Background: an optimization exercise with open tools, aiming at small area, a short achievable clock period and few clock cycles per item. Do not read the settings as production practice.
The RTL was checked by simulation tests, not by an equivalence proof against the original design.

<file path="design/flow/design.v">
package oppe_pkg;
    typedef struct packed {
        logic [31:0] price;
        logic        last_step;
        logic        clear_totals;
    } t_in_item;
    typedef struct packed {
        logic [41:0] path_payoff;
        logic [10:0] path_entries;
        logic [62:0] total_payoff;
        logic [39:0] total_entries;
    } t_out_item;
    localparam logic [2:0] CFG_KIND    = 3'd0;
    localparam logic [2:0] CFG_STYLE   = 3'd1;
    localparam logic [2:0] CFG_MODE    = 3'd2;
    localparam logic [2:0] CFG_STRIKE  = 3'd3;
    localparam logic [2:0] CFG_BARRIER = 3'd4;
    localparam logic [2:0] CFG_DISC    = 3'd5;
    localparam logic [2:0] MODE_PLAIN = 3'd0;
    localparam logic [2:0] MODE_AS_FP = 3'd1;
    localparam logic [2:0] MODE_AS_FS = 3'd2;
    localparam logic [2:0] MODE_BA_UI = 3'd3;
    localparam logic [2:0] MODE_BA_UO = 3'd4;
    localparam logic [2:0] MODE_BA_DI = 3'd5;
    localparam logic [2:0] MODE_BA_DO = 3'd6;
    localparam logic STYLE_EU = 1'b0;
    localparam logic STYLE_AM = 1'b1;
    localparam logic KIND_CALL = 1'b0;
    localparam logic KIND_PUT  = 1'b1;
    localparam logic [41:0] M42 = {42{1'b1}};
    localparam logic [62:0] M63 = {63{1'b1}};
    localparam logic [39:0] M40 = {40{1'b1}};
    localparam logic [31:0] ONE_Q131 = 32'h8000_0000;
endpackage
module oppe_divider #(
    parameter int CW  = 11,
    parameter int PW  = 1,
    parameter int NST = 6
) (
    input  logic          i_clk,
    input  logic          i_rst_n,
    input  logic          i_adv,
    input  logic          i_valid,
    input  logic [41:0]   i_num,
    input  logic [CW-1:0] i_den,
    input  logic [PW-1:0] i_pass,
    output logic          o_valid,
    output logic [31:0]   o_quo,
    output logic [PW-1:0] o_pass
);
    function automatic int iters(input int s);
        iters = (32 * (s + 1)) / NST - (32 * s) / NST;
    endfunction
    logic [CW-2:0] w_rem  [NST];
    logic [31:0]   w_bits [NST];
    logic [CW-1:0] w_den  [NST];
    logic [PW-1:0] w_pass [NST];
    logic          w_vld  [NST];
    logic [CW-2:0] r_rem  [1:NST];
    logic [31:0]   r_bits [1:NST];
    logic [CW-1:0] r_den  [1:NST];
    logic [PW-1:0] r_pass [1:NST];
    logic          r_vld  [1:NST];
    assign w_rem[0]  = i_num[32 +: CW-1];
    assign w_bits[0] = i_num[31:0];
    assign w_den[0]  = i_den;
    assign w_pass[0] = i_pass;
    assign w_vld[0]  = i_valid;
    for (genvar s = 0; s < NST; s++) begin : g_st
        logic [CW-2:0] rem_in, rem_out;
        logic [31:0]   bits_in, bits_out;
        logic [CW-1:0] den;
        assign rem_in  = w_rem[s];
        assign bits_in = w_bits[s];
        assign den     = w_den[s];
        if (s > 0) begin : g_in
            assign w_rem[s]  = r_rem[s];
            assign w_bits[s] = r_bits[s];
            assign w_den[s]  = r_den[s];
            assign w_pass[s] = r_pass[s];
            assign w_vld[s]  = r_vld[s];
        end
        always_comb begin
            logic [CW-1:0] sh;
            logic [CW:0]   df;
            rem_out  = rem_in;
            bits_out = bits_in;
            for (int i = 0; i < iters(s); i++) begin
                sh = {rem_out, bits_out[31]};
                df = {1'b0, sh} - {1'b0, den};
                bits_out = {bits_out[30:0], ~df[CW]};
                rem_out  = df[CW] ? sh[CW-2:0] : df[CW-2:0];
            end
        end
        always_ff @(posedge i_clk) begin
            if (!i_rst_n) r_vld[s+1] <= 1'b0;
            else if (i_adv) r_vld[s+1] <= w_vld[s];
        end
        always_ff @(posedge i_clk) begin
            if (i_adv) begin
                r_bits[s+1] <= bits_out;
                if (s + 1 < NST) r_rem[s+1] <= rem_out;
                r_den[s+1]  <= w_den[s];
                r_pass[s+1] <= w_pass[s];
            end
        end
    end
    assign o_valid = r_vld[NST];
    assign o_quo   = r_bits[NST];
    assign o_pass  = r_pass[NST];
endmodule
module option_path_payoff_engine_top #(
    parameter int MAX_STEPS = 1024,
    parameter int DIV_ST    = 6
) (
    input  logic        i_clk,
    input  logic        i_rst_n,
    input  logic        i_in_valid,
    output logic        o_in_stall,
    input  logic [31:0] i_in_price,
    input  logic        i_in_last,
    input  logic        i_in_clear,
    output logic        o_out_valid,
    input  logic        i_out_stall,
    output logic [41:0] o_path_payoff,
    output logic [10:0] o_path_entries,
    output logic [62:0] o_total_payoff,
    output logic [39:0] o_total_entries,
    input  logic        i_cfg_we,
    input  logic [2:0]  i_cfg_index,
    input  logic [31:0] i_cfg_data
);
    localparam int CW = $clog2(MAX_STEPS + 1);
    localparam logic [CW-1:0] LIM1 = CW'(MAX_STEPS - 1);
    logic        r_kind, r_style;
    logic [2:0]  r_mode;
    logic [31:0] r_strike, r_barrier, r_sdisc;
    always_ff @(posedge i_clk) begin
        if (!i_rst_n) begin
            r_kind <= 1'b0; r_style <= oppe_pkg::STYLE_EU; r_mode <= oppe_pkg::MODE_PLAIN;
            r_strike <= '0; r_barrier <= '0; r_sdisc <= oppe_pkg::ONE_Q131;
        end else if (i_cfg_we) begin
            unique case (i_cfg_index)
                oppe_pkg::CFG_KIND:    r_kind    <= i_cfg_data[0];
                oppe_pkg::CFG_STYLE:   r_style   <= i_cfg_data[0];
                oppe_pkg::CFG_MODE:    r_mode    <= i_cfg_data[2:0];
                oppe_pkg::CFG_STRIKE:  r_strike  <= i_cfg_data;
                oppe_pkg::CFG_BARRIER: r_barrier <= i_cfg_data;
                oppe_pkg::CFG_DISC:    r_sdisc   <= i_cfg_data;
                default: ;
            endcase
        end
    end
    logic w_up, w_dn, w_in_mode, w_out_mode, w_as_fp, w_as_fs;
    assign w_up       = (r_mode == oppe_pkg::MODE_BA_UI) || (r_mode == oppe_pkg::MODE_BA_UO);
    assign w_dn       = (r_mode == oppe_pkg::MODE_BA_DI) || (r_mode == oppe_pkg::MODE_BA_DO);
    assign w_in_mode  = (r_mode == oppe_pkg::MODE_BA_UI) || (r_mode == oppe_pkg::MODE_BA_DI);
    assign w_out_mode = (r_mode == oppe_pkg::MODE_BA_UO) || (r_mode == oppe_pkg::MODE_BA_DO);
    assign w_as_fp    = (r_mode == oppe_pkg::MODE_AS_FP);
    assign w_as_fs    = (r_mode == oppe_pkg::MODE_AS_FS);
    logic r_ovalid;
    logic w_adv, w_take;
    assign w_adv  = !(r_ovalid && i_out_stall);
    assign w_take = i_in_valid && w_adv;
    assign o_in_stall = !w_adv;
    logic          r_first;           
    logic [CW-1:0] r_cnt;
    logic [41:0]   r_sum;
    logic          r_crossed;
    logic          w_cross, w_end;
    assign w_cross = (w_up && i_in_price >= r_barrier) || (w_dn && i_in_price <= r_barrier);
    assign w_end   = i_in_last || (!r_first && r_cnt == LIM1);
    always_ff @(posedge i_clk) begin
        if (!i_rst_n) begin
            r_first <= 1'b1;
        end else if (w_take) begin
            r_first   <= w_end;
            r_cnt     <= r_first ? CW'(1) : r_cnt + CW'(1);
            r_sum     <= (r_first ? 42'd0 : r_sum) + {10'd0, i_in_price};
            r_crossed <= (r_crossed && !r_first) || w_cross;
        end
    end
    localparam int PW = 36;
    logic          r_a_vld;
    logic [PW-1:0] r_a_pass;
    always_ff @(posedge i_clk) begin
        if (!i_rst_n) r_a_vld <= 1'b0;
        else if (w_adv) r_a_vld <= w_take;
    end
    always_ff @(posedge i_clk) begin
        if (w_take) r_a_pass <= {i_in_price, r_first, w_end, i_in_clear,
                                 (r_crossed && !r_first) || w_cross};
    end
    logic          w_d_vld;
    logic [31:0]   w_avg;
    logic [PW-1:0] w_d_pass;
    oppe_divider #(.CW(CW), .PW(PW), .NST(DIV_ST)) u_div (
        .i_clk   (i_clk),
        .i_rst_n (i_rst_n),
        .i_adv   (w_adv),
        .i_valid (r_a_vld),
        .i_num   (r_sum),
        .i_den   (r_cnt),
        .i_pass  (r_a_pass),
        .o_valid (w_d_vld),
        .o_quo   (w_avg),
        .o_pass  (w_d_pass)
    );
    logic [31:0] w_price, w_ga, w_gb;
    logic        w_pfirst;
    logic [32:0] w_gdif;
    logic [31:0] w_gain;
    logic [63:0] w_dprod;
    logic [31:0] r_disc;
    logic        r_g_vld;
    logic [31:0] r_gain;
    logic [2:0]  r_g_flags;    
    assign w_price  = w_d_pass[35:4];
    assign w_pfirst = w_d_pass[3];
    assign w_ga   = w_as_fs ? w_avg : w_price;
    assign w_gb   = w_as_fp ? w_avg : r_strike;
    assign w_gdif = r_kind ? ({1'b0, w_gb} - {1'b0, w_ga}) : ({1'b0, w_ga} - {1'b0, w_gb});
    assign w_gain = w_gdif[32] ? 32'd0 : w_gdif[31:0];
    assign w_dprod = r_disc * r_sdisc;
    always_ff @(posedge i_clk) begin
        if (!i_rst_n) r_g_vld <= 1'b0;
        else if (w_adv) r_g_vld <= w_d_vld;
    end
    always_ff @(posedge i_clk) begin
        if (w_adv) begin
            r_gain    <= w_gain;
            r_g_flags <= w_d_pass[2:0];
        end
        if (w_adv && w_d_vld)
            r_disc <= w_pfirst ? r_sdisc : (w_dprod[63] ? 32'hFFFF_FFFF : w_dprod[62:31]);
    end
    logic [63:0] w_gprod;
    logic        r_m_vld;
    logic [32:0] r_dgain;
    logic [2:0]  r_m_flags;
    assign w_gprod = r_gain * r_disc;
    always_ff @(posedge i_clk) begin
        if (!i_rst_n) r_m_vld <= 1'b0;
        else if (w_adv) r_m_vld <= r_g_vld;
    end
    always_ff @(posedge i_clk) begin
        if (w_adv) begin
            r_dgain   <= w_gprod[63:31];
            r_m_flags <= r_g_flags;
        end
    end
    logic [41:0]   r_pacc;
    logic [CW-1:0] r_fcnt;
    logic          r_clrp;
    logic [41:0]   r_opay;
    logic [10:0]   r_oent;
    logic [62:0]   r_tot;
    logic [39:0]   r_tent;
    logic          w_fend, w_fclr, w_fx, w_clr;
    logic [42:0]   w_pacc;
    logic [41:0]   w_pnew, w_val;
    logic [10:0]   w_ent;
    logic [63:0]   w_tsum;
    logic [40:0]   w_esum;
    assign w_fend = r_m_flags[2];
    assign w_fclr = r_m_flags[1];
    assign w_fx   = r_m_flags[0];
    assign w_clr  = r_clrp || w_fclr;
    assign w_pacc = {1'b0, r_pacc} + {10'd0, r_dgain};
    assign w_pnew = (r_style == oppe_pkg::STYLE_AM && (!w_in_mode || w_fx))
                  ? (w_pacc[42] ? oppe_pkg::M42 : w_pacc[41:0]) : r_pacc;
    always_comb begin
        if (r_style == oppe_pkg::STYLE_EU) begin
            if (w_in_mode)       w_val = w_fx ? 42'(r_dgain) : '0;
            else if (w_out_mode) w_val = w_fx ? '0 : 42'(r_dgain);
            else                 w_val = 42'(r_dgain);
            w_ent = 11'd1;
        end else begin
            w_val = (w_out_mode && w_fx) ? '0 : w_pnew;
            w_ent = r_fcnt + 11'd1;
        end
    end
    assign w_tsum = {1'b0, (w_clr ? 63'd0 : r_tot)} + {22'd0, w_val};
    assign w_esum = {1'b0, (w_clr ? 40'd0 : r_tent)} + {29'd0, w_ent};
    always_ff @(posedge i_clk) begin
        if (!i_rst_n) begin
            r_ovalid <= 1'b0;
            r_pacc   <= '0;
            r_fcnt   <= '0;
            r_clrp   <= 1'b0;
            r_tot    <= '0;
            r_tent   <= '0;
        end else if (w_adv) begin
            r_ovalid <= r_m_vld && w_fend;
            if (r_m_vld) begin
                if (w_fend) begin
                    r_pacc <= '0;
                    r_fcnt <= '0;
                    r_clrp <= 1'b0;
                    r_tot  <= w_tsum[63] ? oppe_pkg::M63 : w_tsum[62:0];
                    r_tent <= w_esum[40] ? oppe_pkg::M40 : w_esum[39:0];
                end else begin
                    r_pacc <= w_pnew;
                    r_fcnt <= r_fcnt + CW'(1);
                    r_clrp <= w_clr;
                end
            end
        end
    end
    always_ff @(posedge i_clk) begin
        if (w_adv && r_m_vld && w_fend) begin
            r_opay <= w_val;
            r_oent <= w_ent;
        end
    end
    assign o_out_valid     = r_ovalid;
    assign o_path_payoff   = r_opay;
    assign o_path_entries  = r_oent;
    assign o_total_payoff  = r_tot;
    assign o_total_entries = r_tent;
endmodule
</file>
<file path="design/flow/run.sh">
#!/bin/bash
# synth_recipe.tcl (not shown) runs the flow's synth.tcl, then flattens the netlist and writes it again
# the make line also repeats each setting of config.mk as NAME=value (left out here)
make -C /OpenROAD-flow-scripts/flow DESIGN_CONFIG=/design/flow/config.mk WORK_HOME=/design/flow/orfs CLKGATE_MAP_FILE= SYNTH_SCRIPT=/design/flow/synth_recipe.tcl finish
</file>
<file path="design/flow/config.mk">
export PLATFORM = sky130hd
export DESIGN_NAME = option_path_payoff_engine_top
export DESIGN_NICKNAME = option_path_payoff_engine_top
export VERILOG_FILES = /design/flow/design.v
export SDC_FILE = /design/flow/constraint.sdc
export NUM_CORES = 4
export LEC_CHECK = 0
export CAP_MARGIN = 20
export CORE_MARGIN = 2
export CORE_UTILIZATION = 40
export SLEW_MARGIN = 20
</file>
<file path="design/flow/constraint.sdc">
create_clock -name core_clock -period 13.0 [get_ports {i_clk}]
set_input_delay 2.6000 -clock core_clock [delete_from_list [all_inputs] [get_ports {i_clk}]]
set_output_delay 2.6000 -clock core_clock [all_outputs]
set_load 0.01 [all_outputs]
</file>
==> results of run 1 <==
==> metrics by stage <==
| stage | hold slack [ps] | util |
|---|---|---|
| finish | 407 | 0.436 |
| global route | 400 | 0.436 |
| CTS | 407 | 0.435 |
| detailed placement | 405 | 0.423 |
| global placement | 400 | 0.423 |
| floorplan | 400 | - |
==> metal layers <==
metal | routed length [um] | share of wire
met3 | 21000 | 0.059
met1 | 164000 | 0.46
met2 | 166000 | 0.46
met4 | 7270 | 0.020
met5 | 0 | 0
==> worst max path at each step <==
stage | to | slack [ps] | cells after the start
CTS | u_div.r_bits[6][0] | 30 | 62
floorplan | r_cnt[0] | 280 | 3
global placement | u_div.r_bits[6][0] | -30 | 62
global route | u_div.r_rem[3][2] | -20 | 57
detailed placement | u_div.r_bits[6][0] | 70 | 62
finish | u_div.r_rem[1][7] | 820 | 51
==> logic make-up after synthesis <==
group / Yosys count / share of synthesized area
buffers and inverters: 3039 / 0.0893
multiplexers: 210 / 0.0175
adder cells (fa/ha/maj): 2914 / 0.390
AO/OA/AOI/OAI: 2169 / 0.110
XOR/XNOR: 442 / 0.0301
flip-flops: 1028 / 0.219
AND/OR/NAND/NOR: 4071 / 0.144
==> flip-flops by register name, summed over array words and instances, names as in the netlist, 33 cells and up <==
register,cells
u_div.r_rem,50
r_dgain,33
r_sum,42
u_div.r_pass,216
u_div.r_bits,192
r_opay,42
r_a_pass,36
r_tent,40
r_tot,63
r_pacc,42
u_div.r_den,55
==> repair_timing <==
action / 4_1_cts / 5_1_grt
endpoints found under the setup margin: 1 / 52
setup buffers: 0 / 18
pin swaps: 0 / 3
resized for setup: 1 / 32
==> layout by cell type, fill, tap and decap left out, types with 108 or more instances in the layout <==
cell type / instances
edfxtp_1: 759
xor2_1: 163
a21o_1: 272
ha_1: 1087
buf_4: 238
nor2b_1: 166
clkbuf_16: 108
o21ai_0: 476
xnor2_1: 279
nor2_1: 417
a21boi_0: 143
a21oi_1: 594
and2_1: 569
nand2_1: 2261
nor3_1: 135
clkdlybuf4s50_1: 230
fa_1: 1827
dfxtp_1: 266
nand3_1: 141
inv_1: 2344
==> cell type report <==
cell class                      instances  area [sq um]  area share
Timing Repair Buffer                  480          4320      0.0309
Clock inverter                         67           833     0.00597
Sequential cell                      1028         28200       0.202
Tap cell                             4305          5390      0.0386
Antenna cell                           13          32.5    0.000233
Clock buffer                          135          2880      0.0207
Multi-Input combinational cell       9806         89100       0.638
Inverter                             2355          8850      0.0634
==> out/metrics.yaml, run 1 <==
cts_buffer_depth: 3
synthMostInstantiatedCell: "inv_1"
path_buf_inv: 10
critPathKind: "flop to flop"
cap_viol_max_count: 0
ys_ff_latch: 1028
grt_start_max_net_pins: 172
syn_inst: 13900
vias: 96000
period_minus_slack_ps: 12180
skew_ps: 62.7
yosys_warnings: 12
grtUsageMet3: 0.0273
fin_nets: 16800
finalWirelength_um: 358000
synth_top_cell_by_area: "fa_1"
layout-drive-gt1-share: 0.0485
synth_nets: 16900
die_x_um: 571
layout_setup_ws_ps: 823
cts_tree: "built"
drt_iter0_drc: 7079
use_met2: 0.361
ys_seq_area_frac: 0.219
cp_max_fo: 15
grt_pass1_wl_um: 569000
outcome: "timing/DRC/antenna clean"
drc: 0
max_freq_mhz: 82.1
core-area_sq_um: 320000
areaGrowthSynthToFinish_pct: 8.59
cp-end-kind: "flop"
min_period_over_period: 0.937
crit_arrival_ps: 12680
hold_start: "u_div.r_pass[4][29]"
worstReg2RegStart: "r_cnt[2]"
place_ws_ps: 69.5
tightest_slew_ps: 1280
die_h_um: 571
hold_class: "flop to flop"
htree_levels: 3
startpoint: "r_cnt[2]"
cts_root_buf: "clkbuf_16"
gr-total-overflow: 0
clk_latency_ps: 770
clk_pin_slew_ps: 60
whs_path_depth: 0
regToRegEndpoint: "u_div.r_rem[1][7]"
synth_top_area_share: 0.284
antenna_found_initial: 15
grt_pass1_vias: 96900
via_per_inst: 5.28
ant_nets: 0
dpl.cell_count: 18000
max-slew-margin-rel: 0.138
synthFlopType: "edfxtp_1"
routedWlPerCell_um: 19.7
maxSlewViolCount: 0
grt.busiest_layer: "met2"
n_fill_cell: 31300
ctsHoldBuffers: 0
synthArstFlopShare: 0
synth.area.top_cells: "fa_1, edfxtp_1, ha_1, inv_1, nand2_1"
path_common_cell: "inv_1"
yosys-top-cells-count: "inv_1, nand2_1, fa_1, ha_1, edfxtp_1"
critPathLaunchType: "flop"
hold_end: "u_div.r_pass[5][29]"
dp.final_hpwl_um: 274000
finalSetupViolations: 0
place_area_sq_um: 136000
synth_area_sq_um: 129000
synth.distinct_cells: 103
ioPinCount: 232
worstRegToRegCells: 51
synth_edf_count: 759
r2r_setup_slack_ps: 820
grt.total_usage: 0.223
cts_sinks: 1028
slowest_delay_ps: 500
stdcell_count: 18200
crit_slowest_cell: "edfxtp_1"
dr.pass1.iters: 6
avgSynthCellArea_sq_um: 9.27
port_buffers: 231
hold_viol: 0
final.setup.tns_ps: 0
place_congestion: 0.906
cts_buffers: 108
rows: 208
finalInstanceArea_sq_um: 140000
met1_usage: 0.319
crit_family: "compound AO/OA/AOI/OAI gates"
worstPathRequired_ps: 13500
initial_core_util: 0.401
dieArea_sq_um: 326000
Testbench counts, summed over its fixed seeds: cycles 14,884, steps 13,604.
==> run 2, diff against run 1 <==
--- a/design/flow/design.v
+++ b/design/flow/design.v
@@ -35,7 +35,7 @@
 module oppe_divider #(
     parameter int CW  = 11,
     parameter int PW  = 1,
-    parameter int NST = 6
+    parameter int NST = 4
 ) (
     input  logic          i_clk,
     input  logic          i_rst_n,
@@ -43,53 +43,64 @@
     input  logic          i_valid,
     input  logic [41:0]   i_num,
     input  logic [CW-1:0] i_den,
+    input  logic [CW:0]   i_den3,
     input  logic [PW-1:0] i_pass,
     output logic          o_valid,
     output logic [31:0]   o_quo,
     output logic [PW-1:0] o_pass
 );
-    function automatic int iters(input int s);
-        iters = (32 * (s + 1)) / NST - (32 * s) / NST;
+    function automatic int steps(input int s);
+        steps = (16 * (s + 1)) / NST - (16 * s) / NST;
     endfunction
     logic [CW-2:0] w_rem  [NST];
     logic [31:0]   w_bits [NST];
     logic [CW-1:0] w_den  [NST];
+    logic [CW:0]   w_den3 [NST];
     logic [PW-1:0] w_pass [NST];
     logic          w_vld  [NST];
     logic [CW-2:0] r_rem  [1:NST];
     logic [31:0]   r_bits [1:NST];
     logic [CW-1:0] r_den  [1:NST];
+    logic [CW:0]   r_den3 [1:NST];
     logic [PW-1:0] r_pass [1:NST];
     logic          r_vld  [1:NST];
     assign w_rem[0]  = i_num[32 +: CW-1];
     assign w_bits[0] = i_num[31:0];
     assign w_den[0]  = i_den;
+    assign w_den3[0] = i_den3;
     assign w_pass[0] = i_pass;
     assign w_vld[0]  = i_valid;
     for (genvar s = 0; s < NST; s++) begin : g_st
-        logic [CW-2:0] rem_in, rem_out;
-        logic [31:0]   bits_in, bits_out;
-        logic [CW-1:0] den;
-        assign rem_in  = w_rem[s];
-        assign bits_in = w_bits[s];
-        assign den     = w_den[s];
+        logic [CW-2:0] rem_out;
+        logic [31:0]   bits_out;
         if (s > 0) begin : g_in
             assign w_rem[s]  = r_rem[s];
             assign w_bits[s] = r_bits[s];
             assign w_den[s]  = r_den[s];
+            assign w_den3[s] = r_den3[s];
             assign w_pass[s] = r_pass[s];
             assign w_vld[s]  = r_vld[s];
         end
         always_comb begin
-            logic [CW-1:0] sh;
-            logic [CW:0]   df;
-            rem_out  = rem_in;
-            bits_out = bits_in;
-            for (int i = 0; i < iters(s); i++) begin
-                sh = {rem_out, bits_out[31]};
-                df = {1'b0, sh} - {1'b0, den};
-                bits_out = {bits_out[30:0], ~df[CW]};
-                rem_out  = df[CW] ? sh[CW-2:0] : df[CW-2:0];
+            logic [CW:0]   x;
+            logic [CW+1:0] t1, t2, t3;
+            rem_out  = w_rem[s];
+            bits_out = w_bits[s];
+            for (int i = 0; i < steps(s); i++) begin
+                x  = {rem_out, bits_out[31:30]};
+                t1 = {1'b0, x} - {2'b0, w_den[s]};
+                t2 = {1'b0, x} - {1'b0, w_den[s], 1'b0};
+                t3 = {1'b0, x} - {1'b0, w_den3[s]};
+                bits_out = {bits_out[29:0], 2'b00};
+                if (!t3[CW+1]) begin
+                    rem_out = t3[CW-2:0]; bits_out[1:0] = 2'd3;
+                end else if (!t2[CW+1]) begin
+                    rem_out = t2[CW-2:0]; bits_out[1:0] = 2'd2;
+                end else if (!t1[CW+1]) begin
+                    rem_out = t1[CW-2:0]; bits_out[1:0] = 2'd1;
+                end else begin
+                    rem_out = x[CW-2:0];
+                end
             end
         end
         always_ff @(posedge i_clk) begin
@@ -99,8 +110,11 @@
         always_ff @(posedge i_clk) begin
             if (i_adv) begin
                 r_bits[s+1] <= bits_out;
-                if (s + 1 < NST) r_rem[s+1] <= rem_out;
-                r_den[s+1]  <= w_den[s];
+                if (s + 1 < NST) begin
+                    r_rem[s+1]  <= rem_out;
+                    r_den[s+1]  <= w_den[s];
+                    r_den3[s+1] <= w_den3[s];
+                end
                 r_pass[s+1] <= w_pass[s];
             end
         end
@@ -111,7 +125,7 @@
 endmodule
 module option_path_payoff_engine_top #(
     parameter int MAX_STEPS = 1024,
-    parameter int DIV_ST    = 6
+    parameter int DIV_ST    = 4
 ) (
     input  logic        i_clk,
     input  logic        i_rst_n,
@@ -135,10 +149,12 @@
     logic        r_kind, r_style;
     logic [2:0]  r_mode;
     logic [31:0] r_strike, r_barrier, r_sdisc;
+    logic [33:0] r_sdisc3;            
     always_ff @(posedge i_clk) begin
         if (!i_rst_n) begin
             r_kind <= 1'b0; r_style <= oppe_pkg::STYLE_EU; r_mode <= oppe_pkg::MODE_PLAIN;
             r_strike <= '0; r_barrier <= '0; r_sdisc <= oppe_pkg::ONE_Q131;
+            r_sdisc3 <= 34'(oppe_pkg::ONE_Q131) * 34'd3;
         end else if (i_cfg_we) begin
             unique case (i_cfg_index)
                 oppe_pkg::CFG_KIND:    r_kind    <= i_cfg_data[0];
@@ -146,7 +162,10 @@
                 oppe_pkg::CFG_MODE:    r_mode    <= i_cfg_data[2:0];
                 oppe_pkg::CFG_STRIKE:  r_strike  <= i_cfg_data;
                 oppe_pkg::CFG_BARRIER: r_barrier <= i_cfg_data;
-                oppe_pkg::CFG_DISC:    r_sdisc   <= i_cfg_data;
+                oppe_pkg::CFG_DISC: begin
+                    r_sdisc  <= i_cfg_data;
+                    r_sdisc3 <= {2'b00, i_cfg_data} + {1'b0, i_cfg_data, 1'b0};
+                end
                 default: ;
             endcase
         end
@@ -165,6 +184,7 @@
     assign o_in_stall = !w_adv;
     logic          r_first;           
     logic [CW-1:0] r_cnt;
+    logic [CW:0]   r_cnt3;            
     logic [41:0]   r_sum;
     logic          r_crossed;
     logic          w_cross, w_end;
@@ -176,6 +196,7 @@
         end else if (w_take) begin
             r_first   <= w_end;
             r_cnt     <= r_first ? CW'(1) : r_cnt + CW'(1);
+            r_cnt3    <= r_first ? (CW+1)'(3) : r_cnt3 + (CW+1)'(3);
             r_sum     <= (r_first ? 42'd0 : r_sum) + {10'd0, i_in_price};
             r_crossed <= (r_crossed && !r_first) || w_cross;
         end
@@ -201,6 +222,7 @@
         .i_valid (r_a_vld),
         .i_num   (r_sum),
         .i_den   (r_cnt),
+        .i_den3  (r_cnt3),
         .i_pass  (r_a_pass),
         .o_valid (w_d_vld),
         .o_quo   (w_avg),
@@ -210,10 +232,10 @@
     logic        w_pfirst;
     logic [32:0] w_gdif;
     logic [31:0] w_gain;
-    logic [63:0] w_dprod;
-    logic [31:0] r_disc;
+        logic [31:0] r_disc;
     logic        r_g_vld;
     logic [31:0] r_gain;
+    logic [33:0] r_gain3;      
     logic [2:0]  r_g_flags;    
     assign w_price  = w_d_pass[35:4];
     assign w_pfirst = w_d_pass[3];
@@ -221,7 +243,8 @@
     assign w_gb   = w_as_fp ? w_avg : r_strike;
     assign w_gdif = r_kind ? ({1'b0, w_gb} - {1'b0, w_ga}) : ({1'b0, w_ga} - {1'b0, w_gb});
     assign w_gain = w_gdif[32] ? 32'd0 : w_gdif[31:0];
-    assign w_dprod = r_disc * r_sdisc;
+    logic [32:0] w_dq;
+    oppe_mul8 u_dmul (.a(r_sdisc), .a3(r_sdisc3), .b(r_disc), .p(w_dq));
     always_ff @(posedge i_clk) begin
         if (!i_rst_n) r_g_vld <= 1'b0;
         else if (w_adv) r_g_vld <= w_d_vld;
@@ -229,23 +252,24 @@
     always_ff @(posedge i_clk) begin
         if (w_adv) begin
             r_gain    <= w_gain;
+            r_gain3   <= {2'b00, w_gain} + {1'b0, w_gain, 1'b0};
             r_g_flags <= w_d_pass[2:0];
         end
         if (w_adv && w_d_vld)
-            r_disc <= w_pfirst ? r_sdisc : (w_dprod[63] ? 32'hFFFF_FFFF : w_dprod[62:31]);
+            r_disc <= w_pfirst ? r_sdisc : (w_dq[32] ? 32'hFFFF_FFFF : w_dq[31:0]);
     end
-    logic [63:0] w_gprod;
+    logic [32:0] w_gq;
     logic        r_m_vld;
     logic [32:0] r_dgain;
     logic [2:0]  r_m_flags;
-    assign w_gprod = r_gain * r_disc;
+    oppe_mul8 u_gmul (.a(r_gain), .a3(r_gain3), .b(r_disc), .p(w_gq));
     always_ff @(posedge i_clk) begin
         if (!i_rst_n) r_m_vld <= 1'b0;
         else if (w_adv) r_m_vld <= r_g_vld;
     end
     always_ff @(posedge i_clk) begin
         if (w_adv) begin
-            r_dgain   <= w_gprod[63:31];
+            r_dgain   <= w_gq;
             r_m_flags <= r_g_flags;
         end
     end
@@ -319,3 +343,38 @@
     assign o_total_payoff  = r_tot;
     assign o_total_entries = r_tent;
 endmodule
+module oppe_mul8 (
+    input  logic [31:0] a,
+    input  logic [33:0] a3,
+    input  logic [31:0] b,
+    output logic [32:0] p
+);
+    logic [63:0] row [11];
+    logic [63:0] corr;
+    logic [63:0] sum;
+    always_comb begin
+        logic [35:0] bx;
+        logic [3:0]  g;
+        logic        s1, s2, s3, s4, neg;
+        logic [35:0] pp, m1, m2, m3, m4;
+        corr = '0;
+        bx = {3'b000, b, 1'b0};
+        m1 = 36'(a); m2 = 36'(a) << 1; m3 = 36'(a3); m4 = 36'(a) << 2;
+        for (int i = 0; i < 11; i++) begin
+            g = bx[3*i +: 4];
+            neg = g[3];
+            s1 = (g == 4'b0001) || (g == 4'b0010) || (g == 4'b1101) || (g == 4'b1110);
+            s2 = (g == 4'b0011) || (g == 4'b0100) || (g == 4'b1011) || (g == 4'b1100);
+            s3 = (g == 4'b0101) || (g == 4'b0110) || (g == 4'b1001) || (g == 4'b1010);
+            s4 = (g == 4'b0111) || (g == 4'b1000);
+            pp = ({36{s1}} & m1) | ({36{s2}} & m2) | ({36{s3}} & m3) | ({36{s4}} & m4);
+            pp = pp ^ {36{neg}};
+            pp[35] = ~pp[35];
+            row[i] = 64'(pp) << (3*i);
+            corr = corr - (64'd1 << (35 + 3*i)) + (64'(neg) << (3*i));
+        end
+    end
+    assign sum = row[0] + row[1] + row[2] + row[3] + row[4] + row[5] + row[6] + row[7] + row[8]
+               + row[9] + row[10] + corr;
+    assign p = sum[63:31];
+endmodule
--- a/design/flow/config.mk
+++ b/design/flow/config.mk
@@ -5,7 +5,10 @@
 export SDC_FILE = /design/flow/constraint.sdc
 export NUM_CORES = 4
 export LEC_CHECK = 0
+export ABC_AREA = 1
 export CAP_MARGIN = 20
 export CORE_MARGIN = 2
-export CORE_UTILIZATION = 40
+export CORE_UTILIZATION = 35
+export PLACE_DENSITY = 0.45
+export SETUP_SLACK_MARGIN = 5
 export SLEW_MARGIN = 20
==> run 2 against run 1 <==
Net effect:
- synthesized cell count grew 6.2%
- highest routed layer is now met5
- via count up 21%
- sequential cell count shrank 66
- clock skew up 28 ps
- worst setup slack improved by 3800 ps
- global-route usage increased by 9.8 points
- count of clock-buffer cells in the layout up 33
==> out/metrics.yaml, run 2 <==
outcome: "timing/DRC/antenna clean"
dr.pass1.iters: 10
clk_latency_ps: 900
core-area_sq_um: 330000
synth.distinct_cells: 89
synth_top_area_share: 0.171
avgSynthCellArea_sq_um: 7.88
worstPathRequired_ps: 13640
stdcell_count: 19800
critPathLaunchType: "flop"
place_congestion: 0.986
synth_edf_count: 662
maxSlewViolCount: 0
grt_start_max_net_pins: 156
tightest_slew_ps: 1270
largest_register_ffs: 144
crit_arrival_ps: 9010
antenna_found_initial: 67
most-common-layout-cells: "inv_1, nand2_1, a21oi_1, ha_1, xor2_1"
max_freq_mhz: 120
dieArea_sq_um: 336000
yosys_warnings: 16
hold_class: "flop to flop"
finalWirelength_um: 568000
period_minus_slack_ps: 8370
grt.total_usage: 0.321
layout-drive-gt1-share: 0.150
drt_iter0_drc: 13700
ant_nets: 0
finalSetupViolations: 0
htree_levels: 4
areaGrowthSynthToFinish_pct: 20.5
cap_viol_max_count: 0
synth.area.top_cells: "edfxtp_1, ha_1, fa_1, xor2_1, inv_1"
cp_max_fo: 8
skew_ps: 91.2
ioPinCount: 232
cts_buffers: 134
crit_slowest_cell: "edfxtp_1"
routedWlPerCell_um: 28.7
dpl.cell_count: 18800
rsz0062_at_grt: "yes"
slowest_delay_ps: 420
synthArstFlopShare: 0
syn_inst: 14700
port_buffers: 231
cts_sinks: 962
fin_nets: 17200
initial_core_util: 0.352
cts_root_buf: "clkbuf_16"
rows: 211
path_common_cell: "a21oi_2"
regMostFlops: "u_div.r_pass"
die_x_um: 580
min_period_over_period: 0.644
max-slew-margin-rel: 0.143
cts_buffer_depth: 4
via_per_inst: 5.89
dp.final_hpwl_um: 405000
synth_area_sq_um: 116000
cts_tree: "built"
synth_nets: 16600
vias: 116000
synthMostInstantiatedCell: "inv_1"
hold_viol: 0
clk_pin_slew_ps: 60
mostFrequentLayoutCell: "inv_1"
critPathKind: "flop to flop"
gr-total-overflow: 0
die_h_um: 580
yosys-top-cells-count: "inv_1, nand2_1, a21oi_1, ha_1, xor2_1"
final.setup.tns_ps: 0
synthFlopType: "edfxtp_1"
grt_pass1_wl_um: 801000
reg_top3: "u_div.r_pass x144, u_div.r_bits x128, r_tot x63"
cp-end-kind: "flop"
grt_pass1_vias: 113000
ys_ff_latch: 962
ys_seq_area_frac: 0.223
drc: 0
synth_top_cell_by_area: "edfxtp_1"
-- run 2: cell count changes after synthesis, sizes merged, moves of 313 or more --
cell    previous run  this run
nor2             425       894
nand3            143       456
and2             570         8
a21oi            601      1265
o22ai              8       582
xor2             163      1020
a221oi            15       564
fa              1827       611
o21ai            498       890
-- run 2: path summary, 6_finish.rpt --
kind,cells past startpoint,slack [ps],startpoint,end
hold reg to reg,0,340,u_div.r_pass[2][19],u_div.r_pass[3][19]
setup reg to reg,58,4630,r_sum[30],u_div.r_rem[1][6]
setup / recovery,58,4630,r_sum[30],u_div.r_rem[1][6]
hold / removal,0,340,u_div.r_pass[2][19],u_div.r_pass[3][19]
-- run 2: what timing repair did --
item	4_1_cts	5_1_grt
pin swaps	195	314
endpoints found under the setup margin	110	134
buffers inserted	444	199
gates resized for setup	708	691
hold buffers	0	0
gates cloned	15	13
-- run 2: cell families (layout without fill, tap and decap cells) --
group / Yosys count / count (layout) / share of synthesized area
buffers and inverters: 2959 / 3594 / 0.0972
flip-flops: 962 / 962 / 0.223
AO/OA/AOI/OAI: 3979 / 3979 / 0.214
AND/OR/NAND/NOR: 3786 / 3796 / 0.138
XOR/XNOR: 1222 / 1222 / 0.0923
adder cells (fa/ha/maj): 1820 / 1820 / 0.236
multiplexers: 5 / 5 / 0.000431
other: 0 / 18 / 0
-- run 2: through the flow --
stage | cell area, sq um | hold WS [ps] | util | setup slack [ps]
2_1_floorplan | 116000 | 400 | - | 4880
5_1_grt | 140000 | 353 | 0.424 | 4180
3_5_place_dp | 123000 | 405 | 0.373 | 2240
4_1_cts | 135000 | 329 | 0.408 | 4820
6_report | 140000 | 338 | 0.424 | 4630
3_3_place_gp | 123000 | 400 | 0.373 | 2310
-- run 2: layout make-up --
type	count	area, sq um
antenna	18	45.0
timing repair inverter	3	23.8
sequential	962	25900
clock buffer	168	3720
timing repair buffer	1143	10800
clock inverter	74	696
tap	4366	5460
inverter	2206	8820
fill	33700	190000
multi-input combinational	10800	84500
-- run 2: layer usage --
layer  vias to the layer above  part of all wire  global-route usage
li1                      52000                 -                   -
met1                     55900              0.41               0.416
met2                      6425              0.41               0.476
met3                      2101              0.11              0.0948
met4                        58             0.072               0.175
met5                         -            0.0011              0.0103
-- run 2: worst max-delay path, delay by kind of cell, from the launching register on --
kind | cells | cell delay, ps
AO/OA/AOI/OAI | 21 | 3060
adder cells (fa/ha/maj) | 5 | 1280
buffers and inverters | 10 | 1260
flip-flops | 1 | 420
AND/OR/NAND/NOR | 22 | 2080
Testbench counts of run 2, summed over its fixed seeds: cycles 14,628, steps 13,604.
==> run 3, diff against run 2 <==
--- a/design/flow/design.v
+++ b/design/flow/design.v
@@ -125,7 +125,7 @@
 endmodule
 module option_path_payoff_engine_top #(
     parameter int MAX_STEPS = 1024,
-    parameter int DIV_ST    = 4
+    parameter int DIV_ST    = 5
 ) (
     input  logic        i_clk,
     input  logic        i_rst_n,
==> run 3 against run 2 <==
Net effect:
- still clean
- final area down 0.99%
- sequential share of layout area up 2.4 points
- highest routed layer unchanged
==> out/metrics.yaml, run 3 <==
yosys-top-cells-count: "nand2_1, inv_1, a21oi_1, o21ai_0, ha_1"
maxSlewViolCount: 0
dieArea_sq_um: 354000
grt_pass1_vias: 113000
max-slew-margin-rel: 0.190
crit_arrival_ps: 8540
core-area_sq_um: 349000
synth_top_area_share: 0.187
fin_nets: 18100
tightest_slew_ps: 1200
final.setup.tns_ps: 0
vias: 116000
areaGrowthSynthToFinish_pct: 13.3
synthArstFlopShare: 0
via_per_inst: 5.57
synth_nets: 18000
grt_pass1_wl_um: 776000
die_h_um: 595
period_minus_slack_ps: 7880
worstPathRequired_ps: 13660
max_freq_mhz: 127
path_common_cell: "inv_1"
yosys_warnings: 16
synth_edf_count: 763
rows: 217
synth.distinct_cells: 77
ant_nets: 0
finalWirelength_um: 537000
mostFrequentLayoutCell: "nand2_1"
reg_top3: "u_div.r_pass x180, u_div.r_bits x160, r_tot x63"
routedWlPerCell_um: 25.7
finalInstanceArea_sq_um: 139000
ys_seq_area_frac: 0.237
finalSetupViolations: 0
cts_buffer_depth: 4
slowest_delay_ps: 570
clk_latency_ps: 930
cp-end-kind: "flop"
cts_root_buf: "clkbuf_16"
critPathLaunchType: "flop"
synth.area.top_cells: "edfxtp_1, ha_1, fa_1, nand2_1, inv_1"
synthMostInstantiatedCell: "nand2_1"
antenna_found_initial: 45
hold_class: "flop to flop"
ys_ff_latch: 1064
skew_ps: 153
hold_viol: 0
drc: 0
largest_register_ffs: 180
place_area_sq_um: 130000
min_period_over_period: 0.606
cts_buffers: 143
ioPinCount: 232
cts_tree: "built"
synth_top_cell_by_area: "edfxtp_1"
initial_core_util: 0.351
dr.pass1.iters: 8
regMostFlops: "u_div.r_pass"
die_x_um: 595
layout-drive-gt1-share: 0.0710
htree_levels: 4
port_buffers: 231
synth_area_sq_um: 122000
place_congestion: 0.956
grt.total_usage: 0.293
cts_sinks: 1064
drt_iter0_drc: 11500
syn_inst: 16100
rsz0062_at_grt: "yes"
critPathKind: "flop to flop"
most-common-layout-cells: "nand2_1, inv_1, a21oi_1, o21ai_0, ha_1"
crit_slowest_cell: "fa_1"
clk_pin_slew_ps: 60
grt_start_max_net_pins: 165
cap_viol_max_count: 0
synthFlopType: "edfxtp_1"
avgSynthCellArea_sq_um: 7.60
dp.final_hpwl_um: 395000
gr-total-overflow: 0
outcome: "timing/DRC/antenna clean"
cp_max_fo: 32
-- run 3: cell type report --
type	count	area [sq um]
timing repair inverter	1	7.51
clock buffer	176	3880
sequential	1064	28900
antenna	10	25.0
inverter	2448	9470
timing repair buffer	675	6390
clock inverter	81	985
multi-input combinational	11800	83100
fill	36500	210000
tap	4599	5750
-- run 3: cells by family (layout without fill, tap and decap cells) --
logic type               count (synthesis)  after routing  share of synthesized area
buffers and inverters                 3187           3381                     0.0988
flip-flops                            1064           1064                      0.237
XOR/XNOR                              1237           1237                     0.0888
adder cells (fa/ha/maj)               1820           1820                      0.224
multiplexers                             4              4                   0.000328
AO/OA/AOI/OAI                         4183           4183                      0.198
other                                    0             10                          0
AND/OR/NAND/NOR                       4589           4597                      0.154
-- run 3: what timing repair did --
action | in CTS | in global routing
resized for setup | 210 | 357
cloned | 5 | 7
endpoints found under the hold margin | 0 | 0
endpoints found under the setup margin | 116 | 116
hold buffers | 0 | 0
pin swaps | 15 | 54
buffers inserted | 51 | 161
-- run 3: routing by layer --
metal | GRT usage | wire length, um | share of wire | vias to the layer above
li1 | - | - | - | 54400
met3 | 0.0687 | 46500 | 0.087 | 1521
met2 | 0.443 | 227000 | 0.42 | 5188
met1 | 0.387 | 231000 | 0.43 | 55300
met4 | 0.150 | 33000 | 0.061 | 34
met5 | 0 | 217 | 0.00040 | -
-- run 3: final timing paths --
check | start | end | slack [ps] | depth (start not counted)
setup / recovery | r_disc[5] | r_disc[14] | 5120 | 36
setup reg to reg | r_disc[5] | r_disc[14] | 5120 | 36
hold / removal | u_div.r_bits[4][15] | u_div.r_bits[5][23] | 390 | 0
hold reg to reg | u_div.r_bits[4][15] | u_div.r_bits[5][23] | 390 | 0
-- run 3: metrics by stage --
step / utilization / std cells / setup slack [ps] / hold slack [ps]
CTS: 0.389 / 20700 / 5000 / 388
floorplan: - / 16100 / 5240 / 400
global placement: 0.371 / 20400 / 2740 / 400
detailed placement: 0.372 / 20400 / 2830 / 405
finish: 0.397 / 20900 / 5120 / 386
global route: 0.397 / 20900 / 4830 / 399
-- run 3: critical path, delay by kind of cell (launching register included) --
family	cells	cell delay, ps
and+or+nand+nor	12	1660
xor gates and xnor gates	1	180
adders and majority gates	6	2850
DFF	1	370
buffers and inverters	11	1420
AOI/OAI and AO/OA	6	1030
Testbench counts of run 3, summed over its fixed seeds: cycles 14,756, steps 13,604.
==> run 4, diff against run 3 <==
--- a/design/flow/design.v
+++ b/design/flow/design.v
@@ -125,7 +125,7 @@
 endmodule
 module option_path_payoff_engine_top #(
     parameter int MAX_STEPS = 1024,
-    parameter int DIV_ST    = 5
+    parameter int DIV_ST    = 4
 ) (
     input  logic        i_clk,
     input  logic        i_rst_n,
--- a/design/flow/config.mk
+++ b/design/flow/config.mk
@@ -10,5 +10,4 @@
 export CORE_MARGIN = 2
 export CORE_UTILIZATION = 35
 export PLACE_DENSITY = 0.45
-export SETUP_SLACK_MARGIN = 5
 export SLEW_MARGIN = 20
==> run 4 against run 3 <==
Net effect:
- still clean
- die area decreased by 5.0%
- sequential cell count decreased by 102
- clock skew decreased by 65 ps
- critical path depth increased by 24
- first-iteration DRC count increased by 18%
- cell count decreased by 8.6%
- routed wire length increased by 1.8%
- critical endpoint is now u_div.r_rem[1][9]
- largest cell class unchanged
==> out/metrics.yaml, run 4 <==
outcome: "timing/DRC/antenna clean"
grt.total_usage: 0.314
clk_pin_slew_ps: 70
dr.pass1.iters: 10
synth_nets: 16600
r2r_setup_slack_ps: 1290
avgSynthCellArea_sq_um: 7.88
crit_family: "compound AO/OA/AOI/OAI gates"
syn_inst: 14700
die_x_um: 580
yosys_warnings: 16
tightest_slew_ps: 1250
critPathKind: "flop to flop"
worstPathRequired_ps: 13640
slowest_delay_ps: 730
synth_top_area_share: 0.171
grt_start_max_net_pins: 152
mostFrequentLayoutCell: "inv_1"
cp-end-kind: "flop"
initial_core_util: 0.352
synthFlopType: "edfxtp_1"
cts_sinks: 962
min_period_over_period: 0.901
cts_buffer_depth: 4
path_buf_inv: 6
rsz0062_at_grt: "no"
synth.area.top_cells: "edfxtp_1, ha_1, fa_1, xor2_1, inv_1"
gr-total-overflow: 0
grt_pass1_vias: 108000
crit_slowest_cell: "o21ai_0"
synth_area_sq_um: 116000
synth_top_cell_by_area: "edfxtp_1"
vias: 112000
routedWlPerCell_um: 28.6
areaGrowthSynthToFinish_pct: 9.95
cts_tree: "built"
via_per_inst: 5.88
ctsResizeCount: 0
reg_top3: "u_div.r_pass x144, u_div.r_bits x128, r_tot x63"
ctsHoldBuffers: 0
critPathLaunchType: "flop"
period_minus_slack_ps: 11710
drt_iter0_drc: 13600
post_cts.repair.setup_buffers: 0
skew_ps: 87.9
core-area_sq_um: 330000
ant_nets: 0
max_freq_mhz: 85.4
holdWs_ps: 355
final.setup.tns_ps: 0
path_common_cell: "nand2_1"
hold_viol: 0
ys_ff_latch: 962
htree_levels: 3
dp.final_hpwl_um: 405000
clk_latency_ps: 900
dieArea_sq_um: 336000
finalSetupViolations: 0
ioPinCount: 232
finalInstanceArea_sq_um: 128000
maxSlewViolCount: 0
yosys-top-cells-count: "inv_1, nand2_1, a21oi_1, ha_1, xor2_1"
rows: 211
place_congestion: 1.01
crit_arrival_ps: 12350
largest_register_ffs: 144
dpl.cell_count: 18800
stdcell_count: 19100
place_area_sq_um: 123000
cp_max_fo: 16
synthMostInstantiatedCell: "inv_1"
die_h_um: 580
fin_nets: 16500
synthArstFlopShare: 0
most-common-layout-cells: "inv_1, nand2_1, a21oi_1, ha_1, xor2_1"
hold_class: "flop to flop"
port_buffers: 231
ys_seq_area_frac: 0.223
n_fill_cell: 34400
regMostFlops: "u_div.r_pass"
max-slew-margin-rel: 0.165
antenna_found_initial: 57
cts_root_buf: "clkbuf_16"
layout-drive-gt1-share: 0.0539
cap_viol_max_count: 0
synth.distinct_cells: 89
grt_pass1_wl_um: 782000
cts_buffers: 124
synth_edf_count: 662
drc: 0
finalWirelength_um: 547000
-- run 4: cell count changes in the layout (fill, tap and decap cells not counted), sizes merged, moves of 173 or more --
cell | previous run | this run
nand2 | 2749 | 2079
o21ai | 1386 | 890
inv | 2358 | 2162
o22ai | 298 | 582
a221oi | 226 | 564
a21oi | 1596 | 1265
buf | 439 | 266
-- run 4: cell families (layout without fill, tap and decap cells) --
kind of cell / after synthesis / in the layout / synth area share
xor gates and xnor gates: 1222 / 1222 / 0.0923
buffers and inverters: 2959 / 2933 / 0.0972
adders and majority gates: 1820 / 1820 / 0.236
AOI/OAI and AO/OA: 3979 / 3979 / 0.214
other: 0 / 19 / 0
and+or+nand+nor: 3786 / 3786 / 0.138
muxes: 5 / 5 / 0.000431
DFF: 962 / 962 / 0.223
-- run 4: routing by layer --
layer | vias to the layer above | routed length (um) | part of all wire | GRT usage
met5 | - | 323 | 0.00059 | 0.00213
met4 | 32 | 34700 | 0.063 | 0.161
met3 | 1741 | 55900 | 0.10 | 0.0946
met2 | 6088 | 224000 | 0.41 | 0.459
met1 | 53800 | 232000 | 0.42 | 0.416
li1 | 50700 | - | - | -
-- run 4: final timing paths --
check             cells after the start         start                  end
hold / removal                        0  r_a_pass[34]  u_div.r_pass[1][34]
setup reg to reg                     60      r_cnt[1]    u_div.r_rem[1][9]
setup / recovery                     60      r_cnt[1]    u_div.r_rem[1][9]
hold reg to reg                       0  r_a_pass[34]  u_div.r_pass[1][34]
-- run 4: cell type report --
class / count / area [sq um] / area share
clock buffer: 167 / 3510 / 0.0275
timing repair buffer: 497 / 4370 / 0.0342
clock inverter: 63 / 866 / 0.00678
multi-input combinational: 10800 / 79300 / 0.621
sequential: 962 / 25900 / 0.203
inverter: 2206 / 8300 / 0.0650
tap: 4366 / 5460 / 0.0428
antenna: 19 / 47.5 / 0.000372
-- run 4: through the flow --
stage / setup slack (ps) / utilization
finish: 1290 / 0.387
global route: 243 / 0.387
CTS: 1450 / 0.386
detailed placement: 1530 / 0.373
global placement: 1440 / 0.373
floorplan: 3050 / -
Testbench counts of run 4, summed over its fixed seeds: cycles 14,628, steps 13,604.
==> run 5, diff against run 4 <==
--- a/design/flow/design.v
+++ b/design/flow/design.v
@@ -125,7 +125,7 @@
 endmodule
 module option_path_payoff_engine_top #(
     parameter int MAX_STEPS = 1024,
-    parameter int DIV_ST    = 4
+    parameter int DIV_ST    = 5
 ) (
     input  logic        i_clk,
     input  logic        i_rst_n,
--- a/design/flow/config.mk
+++ b/design/flow/config.mk
@@ -5,9 +5,9 @@
 export SDC_FILE = /design/flow/constraint.sdc
 export NUM_CORES = 4
 export LEC_CHECK = 0
-export ABC_AREA = 1
 export CAP_MARGIN = 20
 export CORE_MARGIN = 2
 export CORE_UTILIZATION = 35
 export PLACE_DENSITY = 0.45
+export SETUP_SLACK_MARGIN = 5
 export SLEW_MARGIN = 20
==> run 5 against run 4 <==
Net effect:
- still clean
- sequential cell count up 102
- synthesized cell count down 12%
- worst setup slack better by 2300 ps
- register-to-register slack better by 2300 ps
- via count down 5.7%
- non-clock buffer count up 581
- critical endpoint is now u_div.r_bits[5][0]
==> out/metrics.yaml, run 5 <==
areaGrowthSynthToFinish_pct: 18.0
dieArea_sq_um: 341000
cts_sinks: 1064
max_freq_mhz: 107
ys_ff_latch: 1064
synthArstFlopShare: 0
largest_register_ffs: 180
mostFrequentLayoutCell: "ha_1"
min_period_over_period: 0.722
cp-end-kind: "flop"
yosys-top-cells-count: "ha_1, inv_1, xnor2_1, nand2_1, clkbuf_1"
layout_setup_ws_ps: 3620
gr-total-overflow: 0
max-slew-margin-rel: 0.200
ant_nets: 0
drt_iter0_drc: 10900
synth_edf_count: 763
antenna_found_initial: 47
cts_buffers: 142
skew_ps: 89.2
hold_start: "u_div.r_pass[2][25]"
period_minus_slack_ps: 9380
r2r_setup_slack_ps: 3620
grt_pass1_wl_um: 700000
place_ws_ps: 2030
synth.distinct_cells: 106
grt_start_max_net_pins: 104
synth_nets: 14800
worstPathRequired_ps: 13560
hold_viol: 0
outcome: "timing/DRC/antenna clean"
finalWirelength_um: 481000
cts_tree: "built"
routedWlPerCell_um: 27.1
clk_latency_ps: 850
synthMostInstantiatedCell: "ha_1"
clk_pin_slew_ps: 70
dr.pass1.iters: 10
finalSetupViolations: 0
cp_max_fo: 7
ioPinCount: 232
synth.area.top_cells: "edfxtp_1, ha_1, fa_1, xnor2_1, dfxtp_1"
cp-endpoint: "u_div.r_bits[5][0]"
critPathLaunchType: "flop"
multi_input_area_sq_um: 84900
cap_viol_max_count: 0
die_x_um: 584
crit_arrival_ps: 9950
crit_slowest_cell: "edfxtp_1"
synthFlopType: "edfxtp_1"
regMostFlops: "u_div.r_pass"
whs_path_depth: 0
core-area_sq_um: 334000
grt.total_usage: 0.273
seqCellArea_sq_um: 29000
holdWs_ps: 358
ys_seq_area_frac: 0.246
rows: 212
ctsHoldBuffers: 0
port_buffers: 231
final_util: 0.416
n_fill_cell: 32600
die_h_um: 584
worstReg2RegStart: "u_div.r_bits[4][30]"
dp.final_hpwl_um: 329000
final.setup.tns_ps: 0
fin_nets: 15100
cts_root_buf: "clkbuf_16"
rsz0062_at_grt: "yes"
synth_top_area_share: 0.195
place_congestion: 0.910
critPathKind: "flop to flop"
hold_class: "flop to flop"
htree_levels: 4
syn_inst: 12900
startpoint: "u_div.r_bits[4][30]"
cts_buffer_depth: 4
yosys_warnings: 16
maxSlewViolCount: 0
grt_pass1_vias: 103000
initial_core_util: 0.352
layout-drive-gt1-share: 0.134
synth_area_sq_um: 118000
vias: 106000
reg_top3: "u_div.r_pass x180, u_div.r_bits x160, r_tot x63"
most-common-layout-cells: "ha_1, inv_1, xnor2_1, nand2_1, edfxtp_1"
worstRegToRegCells: 53
path_common_cell: "a21o_1"
drc: 0
synth_top_cell_by_area: "edfxtp_1"
via_per_inst: 5.97
tightest_slew_ps: 1200
slowest_delay_ps: 420
regToRegEndpoint: "u_div.r_bits[5][0]"
avgSynthCellArea_sq_um: 9.10
## run 5: cell types whose count changed after synthesis, moves of 302 or more
cell | before | now
nand3_1 | 428 | 114
o22ai_1 | 582 | 16
xor2_1 | 1018 | 195
inv_1 | 2099 | 1108
nor2_1 | 881 | 572
a21oi_1 | 1247 | 673
xnor2_1 | 202 | 945
a21o_1 | 42 | 344
a22o_1 | 15 | 612
nand2_1 | 2046 | 928
## run 5: kinds of logic after synthesis
group                      share of synthesized area
AOI/OAI and AO/OA                              0.246
xor gates and xnor gates                      0.0851
adders and majority gates                      0.233
buffers and inverters                         0.0665
DFF                                            0.246
muxes                                         0.0234
and+or+nand+nor                                0.101
## run 5: final cells by class
class / instances / area share
tap: 4387 / 0.0395
antenna: 19 / 0.000342
sequential: 1064 / 0.209
clock inverter: 65 / 0.00470
timing repair inverter: 1 / 0.0000631
timing repair buffer: 1078 / 0.0762
inverter: 1121 / 0.0313
clock buffer: 180 / 0.0277
multi-input combinational: 9815 / 0.612
## run 5: worst min path at each step
stage,end
floorplan,r_g_flags[0]
global placement,u_div.r_pass[2][6]
detailed placement,u_div.r_bits[2][12]
CTS,u_div.r_pass[3][25]
global route,u_div.r_pass[3][25]
finish,u_div.r_pass[3][25]
## run 5: per-stage QoR
| step | std cells | cell area, sq um |
|---|---|---|
| 6_report | 17700 | 139000 |
| 5_1_grt | 17700 | 139000 |
| 4_1_cts | 17500 | 136000 |
| 3_5_place_dp | 16900 | 125000 |
| 3_3_place_gp | 16900 | 125000 |
| 2_1_floorplan | 12900 | 118000 |
## run 5: critical path: cells and delay by family, from the launching register on
| family | cells | cell delay, ps |
|---|---|---|
| buf+inv | 6 | 650 |
| compound gates | 37 | 6120 |
| flops | 1 | 420 |
| fa+ha+maj | 5 | 1250 |
| simple gates | 5 | 680 |
## run 5: metal layers
metal  track usage  share of wire
met5             0        0.00021
met4         0.128          0.056
met3        0.0617          0.088
met2         0.413           0.42
met1         0.367           0.43
## run 5: timing repair
item / CTS / global route
buffers inserted: 333 / 185
hold endpoints to repair: 0 / 0
resized for setup: 596 / 382
gates cloned: 45 / 4
pin swaps: 177 / 255
setup endpoints to repair: 199 / 168
Testbench counts of run 5, summed over its fixed seeds: cycles 14,756, steps 13,604.
==> run 6, diff against run 5 <==
--- a/design/flow/config.mk
+++ b/design/flow/config.mk
@@ -5,9 +5,10 @@
 export SDC_FILE = /design/flow/constraint.sdc
 export NUM_CORES = 4
 export LEC_CHECK = 0
+export ABC_AREA = 1
 export CAP_MARGIN = 20
 export CORE_MARGIN = 2
-export CORE_UTILIZATION = 35
-export PLACE_DENSITY = 0.45
+export CORE_UTILIZATION = 40
+export PLACE_DENSITY = 0.55
 export SETUP_SLACK_MARGIN = 5
 export SLEW_MARGIN = 20
==> run 6 against run 5 <==
Net effect:
- still clean on timing, DRC and antenna
- count of clock-buffer cells in the layout shrank 9
- global-route usage grew 4.0 points
- clock skew shrank 30 ps
- final area shrank 0.90%
- die area shrank 9.0%
- via count grew 12%
- worst setup slack gained 1500 ps
- critical path type unchanged
==> out/metrics.yaml, run 6 <==
initial_core_util: 0.403
port_buffers: 231
max_freq_mhz: 127
cts_root_buf: "clkbuf_16"
antenna_found_initial: 42
finalWirelength_um: 506000
syn_inst: 16100
synth.area.top_cells: "edfxtp_1, ha_1, fa_1, nand2_1, inv_1"
ant_nets: 0
synth_edf_count: 763
grt_start_max_net_pins: 168
die_h_um: 557
ys_seq_area_frac: 0.237
areaGrowthSynthToFinish_pct: 12.6
seqCellArea_sq_um: 28900
cts_buffers: 138
reg_top3: "u_div.r_pass x180, u_div.r_bits x160, r_tot x63"
cts_sinks: 1064
clk_pin_slew_ps: 70
r2r_setup_slack_ps: 5130
regToRegEndpoint: "r_disc[31]"
layout-drive-gt1-share: 0.0734
drt_iter0_drc: 14100
cts_tree: "built"
worstRegToRegCells: 31
period_minus_slack_ps: 7870
path_common_cell: "nand2_1"
hold_class: "flop to flop"
via_per_inst: 5.81
die_x_um: 557
grt_pass1_wl_um: 734000
cts_buffer_depth: 4
ys_ff_latch: 1064
vias: 118000
avgSynthCellArea_sq_um: 7.60
htree_levels: 4
outcome: "timing/DRC/antenna clean"
hold_start: "r_a_pass[28]"
n_fill_cell: 30700
final.setup.tns_ps: 0
whs_path_depth: 0
place_congestion: 1.02
regMostFlops: "u_div.r_pass"
cap_viol_max_count: 0
ioPinCount: 232
crit_slowest_cell: "fa_1"
skew_ps: 59.0
synth.distinct_cells: 77
cp_max_fo: 20
critPathKind: "flop to flop"
dp.final_hpwl_um: 370000
cp-end-kind: "flop"
dr.pass1.iters: 10
grt.total_usage: 0.313
yosys-top-cells-count: "nand2_1, inv_1, a21oi_1, o21ai_0, ha_1"
most-common-layout-cells: "nand2_1, inv_1, a21oi_1, o21ai_0, ha_1"
hold_end: "u_div.r_pass[1][28]"
finalSetupViolations: 0
routedWlPerCell_um: 24.9
max-slew-margin-rel: 0.197
crit_family: "adder cells"
mostFrequentLayoutCell: "nand2_1"
hold_viol: 0
crit_arrival_ps: 8420
finalInstanceArea_sq_um: 138000
worstReg2RegStart: "r_disc[26]"
core-area_sq_um: 304000
maxSlewViolCount: 0
largest_register_ffs: 180
synthArstFlopShare: 0
min_period_over_period: 0.605
critPathLaunchType: "flop"
synthFlopType: "edfxtp_1"
slowest_delay_ps: 580
synthMostInstantiatedCell: "nand2_1"
multi_input_area_sq_um: 83200
yosys_warnings: 16
worstPathRequired_ps: 13550
drc: 0
rows: 202
path_buf_inv: 7
clk_latency_ps: 860
ctsHoldBuffers: 0
synth_area_sq_um: 122000
fin_nets: 18100
synth_top_cell_by_area: "edfxtp_1"
startpoint: "r_disc[26]"
gr-total-overflow: 0
tightest_slew_ps: 1200
grt_pass1_vias: 111000
dieArea_sq_um: 310000
synth_top_area_share: 0.187
synth_nets: 18000
place_area_sq_um: 129000
rsz0062_at_grt: "yes"
==> run 6: kinds of logic after synthesis <==
| group | after synthesis | share of synthesized area |
|---|---|---|
| buffers and inverters | 3187 | 0.0988 |
| muxes | 4 | 0.000328 |
| DFF | 1064 | 0.237 |
| and+or+nand+nor | 4589 | 0.154 |
| adders and majority gates | 1820 | 0.224 |
| AOI/OAI and AO/OA | 4183 | 0.198 |
| xor gates and xnor gates | 1237 | 0.0888 |
==> run 6: area by class of cell <==
type	instances	share of cell area
Multi-Input combinational cell	11800	0.605
Sequential cell	1064	0.210
Inverter	2448	0.0688
Timing Repair Buffer	679	0.0463
Tap cell	4080	0.0371
Clock buffer	171	0.0273
Clock inverter	74	0.00545
Antenna cell	9	0.000164
Timing Repair inverter	2	0.0000909
==> run 6: worst register-to-register path: cells and delay by family, from the launching register on <==
kind	cells	cell delay (ps)
simple gates	14	2140
compound gates	3	460
xor+xnor	1	230
fa+ha+maj	6	2960
flops	1	510
buf+inv	7	1250
==> run 6: worst max-delay path by stage <==
stage / endpoint / slack [ps] / depth (start not counted)
after floorplan: r_cnt3[0] / 5240 / 4
after global placement: u_div.r_bits[5][0] / 2570 / 43
after detailed placement: u_div.r_bits[5][0] / 2560 / 43
after CTS: r_disc[13] / 4980 / 23
after global routing: u_div.r_bits[5][0] / 4880 / 48
final: r_disc[31] / 5130 / 31
==> run 6: per-stage QoR <==
step                      cells  hold slack [ps]  setup WS [ps]   util
after floorplan           16100              400           5240      -
after detailed placement  19900              405           2560  0.424
after global placement    19900              400           2570  0.424
after CTS                 20200              386           4980  0.443
final                     20400              386           5130  0.453
after global routing      20400              389           4880  0.453
==> run 6: timing repair <==
item,4_1_cts,5_1_grt
gates resized for setup,170,417
setup buffers,69,157
pin swaps,23,93
endpoints found under the setup margin,116,107
gates cloned,6,14
==> run 6: metal layers <==
metal | share of wire | vias up | global-route usage
li1 | - | 54400 | -
met1 | 0.42 | 55600 | 0.421
met2 | 0.40 | 6495 | 0.448
met3 | 0.12 | 1772 | 0.0998
met4 | 0.064 | 30 | 0.157
met5 | 0.00075 | - | 0.00262

## what the ideal ports hide
The results above use ideal ports. As a check the final layouts listed here were re-extracted and re-timed, cells and wires unchanged.
Step 1 sets driving cells, clkbuf_16 on the clock port and buf_2 on the other inputs (assumed; they add their load-dependent delay and slew).
Step 2 also shifts input and output timing later by t, the mid clock arrival at the registers, as if the neighbouring blocks saw the same clock.
Three values: no drivers, after step 1, after step 2; two values: the first two.
run	t, ns	setup slack, ns	worst register clock-pin slew, ns	worst data-port slew with drivers (ns)	pins driven straight from the clock port
run 1	0.829	0.823 / 0.823 / 0.823	0.08 / 0.08	0.13	1
run 2	0.961	4.634 / 4.634 / 4.634	0.09 / 0.09	0.26	1
run 3	0.975	5.119 / 5.119 / 5.119	0.07 / 0.07	0.20	1
run 4	0.961	1.292 / 1.292 / 1.292	0.07 / 0.07	0.23	1
run 5	0.896	3.616 / 3.616 / 3.616	0.07 / 0.07	0.18	1
run 6	0.927	5.133 / 5.133 / 5.133	0.07 / 0.07	0.15	1
After both steps setup and hold are still met in every run listed.
